Context: an optimization exercise on an open-source flow, tuned for small area, a short achievable clock period and few clock cycles. The choices shown serve that exercise and are no tape-out recipe. At most, simulation tests tie the RTL to the original design; equivalence was not proved. No activity file was given, so power comes from the tool's default toggle rates.

==> module slab_alloc_top, before the edit <==
module slab_alloc_top (
    input  logic                    clk,
    input  logic                    rst,
    input  logic [15:0]             req_size,
    input  logic                    req_valid,
    output logic                    req_ready,
    output logic [32-1:0] malloc_pointer,
    output logic                    malloc_failed,
    output logic                    malloc_valid,
    input  logic                    malloc_ready,
    input  logic [32-1:0] free_pointer,
    input  logic [15:0]             free_size,
    input  logic                    free_valid,
    output logic                    free_ready,
    output logic                    error_overflow
);
    function automatic logic [4:1] size_class(input logic [9:0] s);
        logic nz;
        logic [4:1] le;      
        nz = s != 10'd0;
        le[1] = s[9:7] == 3'd0 && !(s[6] && s[5:0] != 6'd0);
        le[2] = s[9:8] == 2'd0 && !(s[7] && s[6:0] != 7'd0);
        le[3] = !s[9] && !(s[8] && s[7:0] != 8'd0);
        le[4] = !(s[9] && s[8:0] != 9'd0);
        size_class[1] = nz && le[1];
        size_class[2] = le[2] && !le[1];
        size_class[3] = le[3] && !le[2];
        size_class[4] = le[4] && !le[3];
    endfunction
    function automatic logic size_hz(input logic [15:0] s);
        size_hz = s[15:10] == 6'd0;
    endfunction
    logic [4:1] acls;
    logic [4:1] fcls;
    logic       acc_alloc;
    logic       acc_free;
    assign acls = size_class(req_size[9:0]);
    assign fcls = size_class(free_size[9:0]);
    assign acc_alloc = req_valid;
    assign acc_free = free_valid;
    assign req_ready = 1'b1;
    assign free_ready = 1'b1;
    logic [3:0] pg;
    logic       pg_avail;
    assign pg_avail = pg != 4'd10;
    logic [4:1] wr;
    logic [4:1] pop;
    logic [4:1] bg_set;
    logic [4:1] wr_v;            
    logic       hz_q;
    logic       ahz_q;       
    logic       mf_q;
    logic       ovf_q;
    logic       fhz_q;       
    logic       pg_take;
    logic [7:0] wr_data;
    logic [8:0] effm [1:4];      
    logic [4:1] ok;              
    logic [4:1] full;            
    logic [4:1] ne;              
    logic [4:1] a_push;          
    logic [4:1] a_page;          
    logic [8:0] ptr_q;
    logic [8:0] ptr_next;
    always_comb begin
        ptr_next = '0;
        for (int k = 1; k <= 4; k++)
            ptr_next = ptr_next | (acls[k] ? effm[k] : 9'd0);
    end
    always_ff @(posedge clk) begin
        if (rst) begin
            malloc_valid <= 1'b0;
            mf_q <= 1'b0;
            wr <= '0;
            pop <= '0;
            bg_set <= '0;
            pg_take <= 1'b0;
            ovf_q <= 1'b0;
        end else begin
            if (acc_alloc) begin
                malloc_valid <= 1'b1;
                mf_q <= (acls & ok) == '0;
            end else if (malloc_ready) begin
                malloc_valid <= 1'b0;
            end
            if (acc_alloc) begin
                wr <= acls & a_push;
                pop <= acls & ne;
                bg_set <= acls & a_push;
                pg_take <= (acls & a_page) != '0;
            end else begin
                wr <= acc_free ? (fcls & ~full) : 4'd0;
                pop <= '0;
                bg_set <= '0;
                pg_take <= 1'b0;
            end
            ovf_q <= acc_free && (fcls & full) != '0;
        end
    end
    always_ff @(posedge clk) begin
        if (acc_alloc) begin
            ptr_q <= ptr_next;
            ahz_q <= size_hz(req_size);
        end
        hz_q <= acc_alloc ? size_hz(req_size) : size_hz(free_size);
        fhz_q <= size_hz(free_size);
        wr_data <= free_pointer[13:6];
    end
    assign wr_v = wr & {4{hz_q}};
    assign malloc_pointer = {17'd0, ptr_q & {9{ahz_q}}, 6'd0};
    assign malloc_failed = mf_q || !ahz_q;
    assign error_overflow = ovf_q && fhz_q;
    always_ff @(posedge clk) begin
        if (rst)
            pg <= 4'd2;
        else if (pg_take && hz_q)
            pg <= pg + 1'b1;
    end
    function automatic logic [3:0] inc15(input logic [3:0] x);
        inc15 = x == 4'd14 ? 4'd0 : x + 1'b1;
    endfunction
    for (genvar k = 1; k <= 4; k++) begin : g_cls
        localparam int W = 9 - k;
        localparam int OW = 6 - k;
        logic [W-1:0] mem [15];
        logic [W-1:0] head_q;
        logic [3:0]   rd;
        logic [3:0]   wt;
        logic [4:0]   cnt;       
        logic         empty;     
        logic         one;       
        logic         bg_h;
        logic         bg_m;
        logic [3:0]   bg_s;
        logic         hasrem;
        logic [7:0]   a8;
        logic [W-1:0] wr_k;
        logic         to_ring;
        logic         head_ld;
        logic         head_wr;
        logic [7:0]   h_a8;
        logic [7:0]   w_a8;
        logic [7:0]   p_a8;
        logic [W-1:0] rest;      
        logic [W-1:0] wd;
        assign wr_k = wr_data[7:k-1];
        assign rest = {ptr_q[7:5], ptr_q[4:k-1] + 1'b1};
        assign wd = bg_set[k] ? rest : wr_k;
        assign h_a8 = 8'({head_q, {(k-1){1'b0}}});
        assign w_a8 = 8'({wr_k, {(k-1){1'b0}}});
        assign p_a8 = {pg[2:0], 5'd0};
        assign ne[k] = !empty || wr_v[k];
        assign full[k] = wr_v[k] ? cnt == 5'd15 : cnt[4];
        assign a8 = !empty ? h_a8 : wr_v[k] ? w_a8 : p_a8;
        assign ok[k] = ne[k] || pg_avail;
        assign effm[k] = ok[k] ? {a8[7:6] == 2'b00, a8} : 9'd0;
        assign hasrem = head_q[OW-1:0] != {OW{1'b1}};
        assign a_push[k] = ne[k] ? (bg_h && hasrem) : pg_avail;
        assign a_page[k] = !ne[k] && pg_avail;
        assign head_wr = empty || one;
        assign to_ring = wr[k] && !empty && !(one && pop[k]);
        assign head_ld = pop[k] || (wr[k] && empty);
        always_ff @(posedge clk) begin
            if (to_ring && hz_q)
                mem[wt] <= wd;
        end
        always_ff @(posedge clk) begin
            if (head_ld && hz_q)
                head_q <= head_wr ? wd : mem[rd];
        end
        always_ff @(posedge clk) begin
            if (rst) begin
                rd <= '0;
                wt <= '0;
                cnt <= '0;
                empty <= 1'b1;
                one <= 1'b0;
                bg_h <= 1'b0;
                bg_m <= 1'b0;
            end else if (hz_q) begin
                if (to_ring)
                    wt <= inc15(wt);
                if (pop[k] && !head_wr)
                    rd <= inc15(rd);
                if (wr[k] && !pop[k]) begin
                    cnt <= cnt + 1'b1;
                    empty <= 1'b0;
                    one <= empty;
                end else if (pop[k] && !wr[k]) begin
                    cnt <= cnt - 1'b1;
                    empty <= one;
                    one <= cnt == 5'd2;
                end
                if (head_ld)
                    bg_h <= head_wr ? bg_set[k] : (bg_m && bg_s == rd);
                if (to_ring && bg_set[k]) begin
                    bg_m <= 1'b1;
                    bg_s <= wt;
                end else if (head_ld && !head_wr && bg_s == rd) begin
                    bg_m <= 1'b0;
                end
            end
        end
    end
endmodule
clock: 6.0 ns
lec_check: 0
cap_margin: 20
core_margin: 2
core_utilization: 40
cts_buf_list: sky130_fd_sc_hd__clkbuf_8
cts_cluster_diameter: 50
cts_cluster_size: 20
setup_slack_margin: 3.5
slew_margin: 20
run.sh (not shown) runs the stock make flow with config.mk's settings and CLKGATE_MAP_FILE= SYNTH_SCRIPT=/design/flow/synth_recipe.tcl, a recipe that flattens the netlist after the stock synthesis.
The starting point passed the timing, DRC and antenna checks.
Next try:
--- a/flow/design.v
+++ b/flow/design.v
@@ -14,30 +14,27 @@
     input  logic                    free_valid,
     output logic                    free_ready,
     output logic                    error_overflow
 );
-    function automatic logic [4:1] size_class(input logic [9:0] s);
+    function automatic logic [4:1] size_class(input logic [15:0] s);
         logic nz;
         logic [4:1] le;      
-        nz = s != 10'd0;
-        le[1] = s[9:7] == 3'd0 && !(s[6] && s[5:0] != 6'd0);
-        le[2] = s[9:8] == 2'd0 && !(s[7] && s[6:0] != 7'd0);
-        le[3] = !s[9] && !(s[8] && s[7:0] != 8'd0);
-        le[4] = !(s[9] && s[8:0] != 9'd0);
+        nz = s != 16'd0;
+        le[1] = s[15:7] == 9'd0 && !(s[6] && s[5:0] != 6'd0);
+        le[2] = s[15:8] == 8'd0 && !(s[7] && s[6:0] != 7'd0);
+        le[3] = s[15:9] == 7'd0 && !(s[8] && s[7:0] != 8'd0);
+        le[4] = s[15:10] == 6'd0 && !(s[9] && s[8:0] != 9'd0);
         size_class[1] = nz && le[1];
         size_class[2] = le[2] && !le[1];
         size_class[3] = le[3] && !le[2];
         size_class[4] = le[4] && !le[3];
     endfunction
-    function automatic logic size_hz(input logic [15:0] s);
-        size_hz = s[15:10] == 6'd0;
-    endfunction
     logic [4:1] acls;
     logic [4:1] fcls;
     logic       acc_alloc;
     logic       acc_free;
-    assign acls = size_class(req_size[9:0]);
-    assign fcls = size_class(free_size[9:0]);
+    assign acls = size_class(req_size);
+    assign fcls = size_class(free_size);
     assign acc_alloc = req_valid;
     assign acc_free = free_valid;
     assign req_ready = 1'b1;
     assign free_ready = 1'b1;
@@ -46,14 +43,8 @@
     assign pg_avail = pg != 4'd10;
     logic [4:1] wr;
     logic [4:1] pop;
     logic [4:1] bg_set;
-    logic [4:1] wr_v;            
-    logic       hz_q;
-    logic       ahz_q;       
-    logic       mf_q;
-    logic       ovf_q;
-    logic       fhz_q;       
     logic       pg_take;
     logic [7:0] wr_data;
     logic [8:0] effm [1:4];      
     logic [4:1] ok;              
@@ -70,18 +61,18 @@
     end
     always_ff @(posedge clk) begin
         if (rst) begin
             malloc_valid <= 1'b0;
-            mf_q <= 1'b0;
+            malloc_failed <= 1'b0;
             wr <= '0;
             pop <= '0;
             bg_set <= '0;
             pg_take <= 1'b0;
-            ovf_q <= 1'b0;
+            error_overflow <= 1'b0;
         end else begin
             if (acc_alloc) begin
                 malloc_valid <= 1'b1;
-                mf_q <= (acls & ok) == '0;
+                malloc_failed <= (acls & ok) == '0;
             end else if (malloc_ready) begin
                 malloc_valid <= 1'b0;
             end
             if (acc_alloc) begin
@@ -94,28 +85,21 @@
                 pop <= '0;
                 bg_set <= '0;
                 pg_take <= 1'b0;
             end
-            ovf_q <= acc_free && (fcls & full) != '0;
+            error_overflow <= acc_free && (fcls & full) != '0;
         end
     end
     always_ff @(posedge clk) begin
-        if (acc_alloc) begin
+        if (acc_alloc)
             ptr_q <= ptr_next;
-            ahz_q <= size_hz(req_size);
-        end
-        hz_q <= acc_alloc ? size_hz(req_size) : size_hz(free_size);
-        fhz_q <= size_hz(free_size);
         wr_data <= free_pointer[13:6];
     end
-    assign wr_v = wr & {4{hz_q}};
-    assign malloc_pointer = {17'd0, ptr_q & {9{ahz_q}}, 6'd0};
-    assign malloc_failed = mf_q || !ahz_q;
-    assign error_overflow = ovf_q && fhz_q;
+    assign malloc_pointer = {17'd0, ptr_q, 6'd0};
     always_ff @(posedge clk) begin
         if (rst)
             pg <= 4'd2;
-        else if (pg_take && hz_q)
+        else if (pg_take)
             pg <= pg + 1'b1;
     end
     function automatic logic [3:0] inc15(input logic [3:0] x);
         inc15 = x == 4'd14 ? 4'd0 : x + 1'b1;
@@ -149,11 +133,11 @@
         assign wd = bg_set[k] ? rest : wr_k;
         assign h_a8 = 8'({head_q, {(k-1){1'b0}}});
         assign w_a8 = 8'({wr_k, {(k-1){1'b0}}});
         assign p_a8 = {pg[2:0], 5'd0};
-        assign ne[k] = !empty || wr_v[k];
-        assign full[k] = wr_v[k] ? cnt == 5'd15 : cnt[4];
-        assign a8 = !empty ? h_a8 : wr_v[k] ? w_a8 : p_a8;
+        assign ne[k] = !empty || wr[k];
+        assign full[k] = wr[k] ? cnt == 5'd15 : cnt[4];
+        assign a8 = !empty ? h_a8 : wr[k] ? w_a8 : p_a8;
         assign ok[k] = ne[k] || pg_avail;
         assign effm[k] = ok[k] ? {a8[7:6] == 2'b00, a8} : 9'd0;
         assign hasrem = head_q[OW-1:0] != {OW{1'b1}};
         assign a_push[k] = ne[k] ? (bg_h && hasrem) : pg_avail;
@@ -161,13 +145,13 @@
         assign head_wr = empty || one;
         assign to_ring = wr[k] && !empty && !(one && pop[k]);
         assign head_ld = pop[k] || (wr[k] && empty);
         always_ff @(posedge clk) begin
-            if (to_ring && hz_q)
+            if (to_ring)
                 mem[wt] <= wd;
         end
         always_ff @(posedge clk) begin
-            if (head_ld && hz_q)
+            if (head_ld)
                 head_q <= head_wr ? wd : mem[rd];
         end
         always_ff @(posedge clk) begin
             if (rst) begin
@@ -177,9 +161,9 @@
                 empty <= 1'b1;
                 one <= 1'b0;
                 bg_h <= 1'b0;
                 bg_m <= 1'b0;
-            end else if (hz_q) begin
+            end else begin
                 if (to_ring)
                     wt <= inc15(wt);
                 if (pop[k] && !head_wr)
                     rd <= inc15(rd);
After rerunning: The changed run finished with timing, DRC and antenna clean; clock power goes down by a few percent; utilization shrinks by 0.76 points; total power decreases by a few percent; via count fell slightly; wire length came out lower by a few percent; synthesized cell count falls slightly; first-iteration DRC count decreases by roughly a tenth; clock-buffer cell count came out lower by 4.
Testbench counts after the change, summed over its fixed seeds: cycles 7,452.
Function not checked in the first run of this note: the RTL went through the layout flow alone.

* * *

Another version of the RTL of slab_alloc_top (not shown whole).
Size: about 580 flip-flops, ~110 I/O pins.
==> module slab_alloc_top, before the edit <==
module slab_alloc_top (
    input  logic                    clk,
    input  logic                    rst,
    input  logic [15:0]             req_size,
    input  logic                    req_valid,
    output logic                    req_ready,
    output logic [32-1:0] malloc_pointer,
    output logic                    malloc_failed,
    output logic                    malloc_valid,
    input  logic                    malloc_ready,
    input  logic [32-1:0] free_pointer,
    input  logic [15:0]             free_size,
    input  logic                    free_valid,
    output logic                    free_ready,
    output logic                    error_overflow
);
    function automatic logic [4:1] size_class(input logic [15:0] s);
        logic nz;
        logic [4:1] le;      
        nz = s != 16'd0;
        le[1] = s[15:7] == 9'd0 && !(s[6] && s[5:0] != 6'd0);
        le[2] = s[15:8] == 8'd0 && !(s[7] && s[6:0] != 7'd0);
        le[3] = s[15:9] == 7'd0 && !(s[8] && s[7:0] != 8'd0);
        le[4] = s[15:10] == 6'd0 && !(s[9] && s[8:0] != 9'd0);
        size_class[1] = nz && le[1];
        size_class[2] = le[2] && !le[1];
        size_class[3] = le[3] && !le[2];
        size_class[4] = le[4] && !le[3];
    endfunction
    logic [4:1] acls;
    logic [4:1] fcls;
    logic       acc_alloc;
    logic       acc_free;
    assign acls = size_class(req_size);
    assign fcls = size_class(free_size);
    assign acc_alloc = req_valid;
    assign acc_free = free_valid;
    assign req_ready = 1'b1;
    assign free_ready = 1'b1;
    logic [3:0] pg;
    logic       pg_avail;
    assign pg_avail = pg != 4'd10;
    logic [4:1] wr;
    logic [4:1] pop;
    logic [4:1] bg_set;
    logic [4:1] bg_clr;
    logic       pg_take;
    logic [7:0] wr_data;
    logic [8:0] effm [1:4];      
    logic [7:0] remd [1:4];      
    logic [4:1] ok;              
    logic [4:1] full;            
    logic [4:1] ne;              
    logic [4:1] a_push;          
    logic [4:1] a_clr;           
    logic [4:1] a_page;          
    logic [8:0] ptr_q;
    logic [8:0] ptr_next;
    logic [7:0] rem_next;
    always_comb begin
        ptr_next = '0;
        rem_next = '0;
        for (int k = 1; k <= 4; k++) begin
            ptr_next = ptr_next | (acls[k] ? effm[k] : 9'd0);
            rem_next = rem_next | (acls[k] ? remd[k] : 8'd0);
        end
    end
    always_ff @(posedge clk) begin
        if (rst) begin
            malloc_valid <= 1'b0;
            malloc_failed <= 1'b0;
            wr <= '0;
            pop <= '0;
            bg_set <= '0;
            bg_clr <= '0;
            pg_take <= 1'b0;
            error_overflow <= 1'b0;
        end else begin
            if (acc_alloc) begin
                malloc_valid <= 1'b1;
                malloc_failed <= (acls & ok) == '0;
            end else if (malloc_ready) begin
                malloc_valid <= 1'b0;
            end
            if (acc_alloc) begin
                wr <= acls & a_push;
                pop <= acls & ne;
                bg_set <= acls & a_push;
                bg_clr <= acls & a_clr;
                pg_take <= (acls & a_page) != '0;
            end else begin
                wr <= acc_free ? (fcls & ~full) : 4'd0;
                pop <= '0;
                bg_set <= '0;
                bg_clr <= '0;
                pg_take <= 1'b0;
            end
            error_overflow <= acc_free && (fcls & full) != '0;
        end
    end
    always_ff @(posedge clk) begin
        if (acc_alloc)
            ptr_q <= ptr_next;
        wr_data <= acc_free ? free_pointer[13:6] : rem_next;
    end
    assign malloc_pointer = {17'd0, ptr_q, 6'd0};
    always_ff @(posedge clk) begin
        if (rst)
            pg <= 4'd2;
        else if (pg_take)
            pg <= pg + 1'b1;
    end
    for (genvar k = 1; k <= 4; k++) begin : g_cls
        localparam int W = 9 - k;
        localparam int OW = 6 - k;
        logic [W-1:0] mem [16];
        logic [W-1:0] head_q;    
        logic [3:0]   hn;        
        logic [3:0]   tl;        
        logic [4:0]   cnt;       
        logic         bg_v;
        logic [3:0]   bgn;
        logic         empty;     
        logic         isbig;
        logic         hasrem;
        logic [7:0]   a8;
        logic [7:0]   r8;
        logic [W-1:0] wr_k;
        logic [7:0]   h_a8;
        logic [7:0]   h_r8;
        logic [7:0]   w_a8;
        logic [7:0]   w_r8;
        logic [7:0]   p_a8;
        logic [7:0]   p_r8;
        assign wr_k = wr_data[7:k-1];
        assign h_a8 = 8'({head_q, {(k-1){1'b0}}});
        assign h_r8 = 8'({head_q[W-1:OW], head_q[OW-1:0] + 1'b1, {(k-1){1'b0}}});
        assign w_a8 = 8'({wr_k, {(k-1){1'b0}}});
        assign w_r8 = 8'({wr_k[W-1:OW], wr_k[OW-1:0] + 1'b1, {(k-1){1'b0}}});
        assign p_a8 = {pg[2:0], 5'd0};
        assign p_r8 = 8'({pg[2:0], {(OW-1){1'b0}}, 1'b1, {(k-1){1'b0}}});
        assign ne[k] = !empty || wr[k];
        assign full[k] = wr[k] ? cnt == 5'd15 : cnt[4];
        assign a8 = !empty ? h_a8 : wr[k] ? w_a8 : p_a8;
        assign r8 = !empty ? h_r8 : wr[k] ? w_r8 : p_r8;
        assign ok[k] = ne[k] || pg_avail;
        assign effm[k] = ok[k] ? {a8[7:6] == 2'b00, a8} : 9'd0;
        assign remd[k] = r8;
        assign isbig = bg_v && bgn == hn;
        assign hasrem = head_q[OW-1:0] != {OW{1'b1}};
        assign a_push[k] = ne[k] ? (isbig && hasrem) : pg_avail;
        assign a_clr[k] = ne[k] && isbig && !hasrem;
        assign a_page[k] = !ne[k] && pg_avail;
        always_ff @(posedge clk) begin
            if (wr[k])
                mem[tl] <= wr_k;
        end
        always_ff @(posedge clk) begin
            if (pop[k] || (wr[k] && empty))
                head_q <= cnt[4:1] == 4'd0 ? wr_k : mem[hn];
        end
        always_ff @(posedge clk) begin
            if (rst) begin
                hn <= 4'd1;
                tl <= '0;
                cnt <= '0;
                empty <= 1'b1;
                bg_v <= 1'b0;
            end else begin
                if (wr[k])
                    tl <= tl + 1'b1;
                if (pop[k])
                    hn <= hn + 1'b1;
                if (wr[k] && !pop[k]) begin
                    cnt <= cnt + 1'b1;
                    empty <= 1'b0;
                end else if (pop[k] && !wr[k]) begin
                    cnt <= cnt - 1'b1;
                    empty <= cnt == 5'd1;
                end
                if (bg_set[k]) begin
                    bg_v <= 1'b1;
                    bgn <= tl + 1'b1;
                end else if (bg_clr[k]) begin
                    bg_v <= 1'b0;
                end
            end
        end
    end
endmodule
clock: 6.0 ns
lec_check: 0
cap_margin: 20
core_margin: 2
core_utilization: 40
setup_slack_margin: 4.0
slew_margin: 20
The baseline ran to the end with no violations.
Change:
--- a/flow/design.v
+++ b/flow/design.v
@@ -131,5 +131,4 @@
         logic [7:0]   h_r8;
         logic [7:0]   w_a8;
-        logic [7:0]   w_r8;
         logic [7:0]   p_a8;
         logic [7:0]   p_r8;
@@ -138,5 +137,4 @@
         assign h_r8 = 8'({head_q[W-1:OW], head_q[OW-1:0] + 1'b1, {(k-1){1'b0}}});
         assign w_a8 = 8'({wr_k, {(k-1){1'b0}}});
-        assign w_r8 = 8'({wr_k[W-1:OW], wr_k[OW-1:0] + 1'b1, {(k-1){1'b0}}});
         assign p_a8 = {pg[2:0], 5'd0};
         assign p_r8 = 8'({pg[2:0], {(OW-1){1'b0}}, 1'b1, {(k-1){1'b0}}});
@@ -144,5 +142,5 @@
         assign full[k] = wr[k] ? cnt == 5'd15 : cnt[4];
         assign a8 = !empty ? h_a8 : wr[k] ? w_a8 : p_a8;
-        assign r8 = !empty ? h_r8 : wr[k] ? w_r8 : p_r8;
+        assign r8 = !empty ? h_r8 : p_r8;
         assign ok[k] = ne[k] || pg_avail;
         assign effm[k] = ok[k] ? {a8[7:6] == 2'b00, a8} : 9'd0;
Result: Count of clock-buffer cells in the layout increases by 12. Die area decreases slightly. Combinational power decreases by about a fifth. Setup slack loses 64 ps. Register-to-register slack loses 20 ps. Area after synthesis decreases slightly. Clock power decreases by a few percent. Final area decreases slightly. Sequential share of layout area increases by 0.42 points. Routed wire length increases by a few percent. Core utilization decreases by 0.28 points. Hold slack gains 12 ps. Sequential power hardly moves. First-iteration DRC count increases by about a fifth.
Function was not checked in any run of this note: the RTL went through the layout flow alone.

-- separate check: timing with driven ports --
The flow's constraints put no driver on any port. The routed layouts listed below were extracted and timed again, unchanged, in two steps.
Step 1: set_driving_cell puts a clkbuf_16 on clk and a buf_2 on each other input, an assumption about the parent block.
Step 2, shift: input delay + t, output delay - t, t = (earliest + latest rising clock arrival at the registers) / 2. This alone moves slack from input paths to output paths.
Slacks: no drivers / after step 1 / after step 2; pairs: no drivers / after step 1.
| run | t, ns | slack for setup (ns) | worst register clock-pin slew, ns | worst slew at a driven data input, ns | pins driven straight from the clock port |
|---|---|---|---|---|---|
| the first run of note 1 | 0.724 | 3.092 / 3.073 / 2.395 | 0.12 / 0.12 | 0.09 | 1 |
| the second run of note 1 | 0.718 | 3.389 / 3.333 / 2.765 | 0.12 / 0.12 | 0.04 | 1 |
| the first run of note 2 | 0.667 | 3.517 / 3.537 / 2.869 | 0.07 / 0.07 | 0.05 | 1 |
| the second run of note 2 | 0.659 | 3.453 / 3.456 / 2.798 | 0.06 / 0.06 | 0.07 | 1 |
After both steps every run listed still meets setup and hold. For the first run of note 1, which loses most, drivers alone change the setup slack by -0.019 ns; drivers and shift together by -0.697 ns.
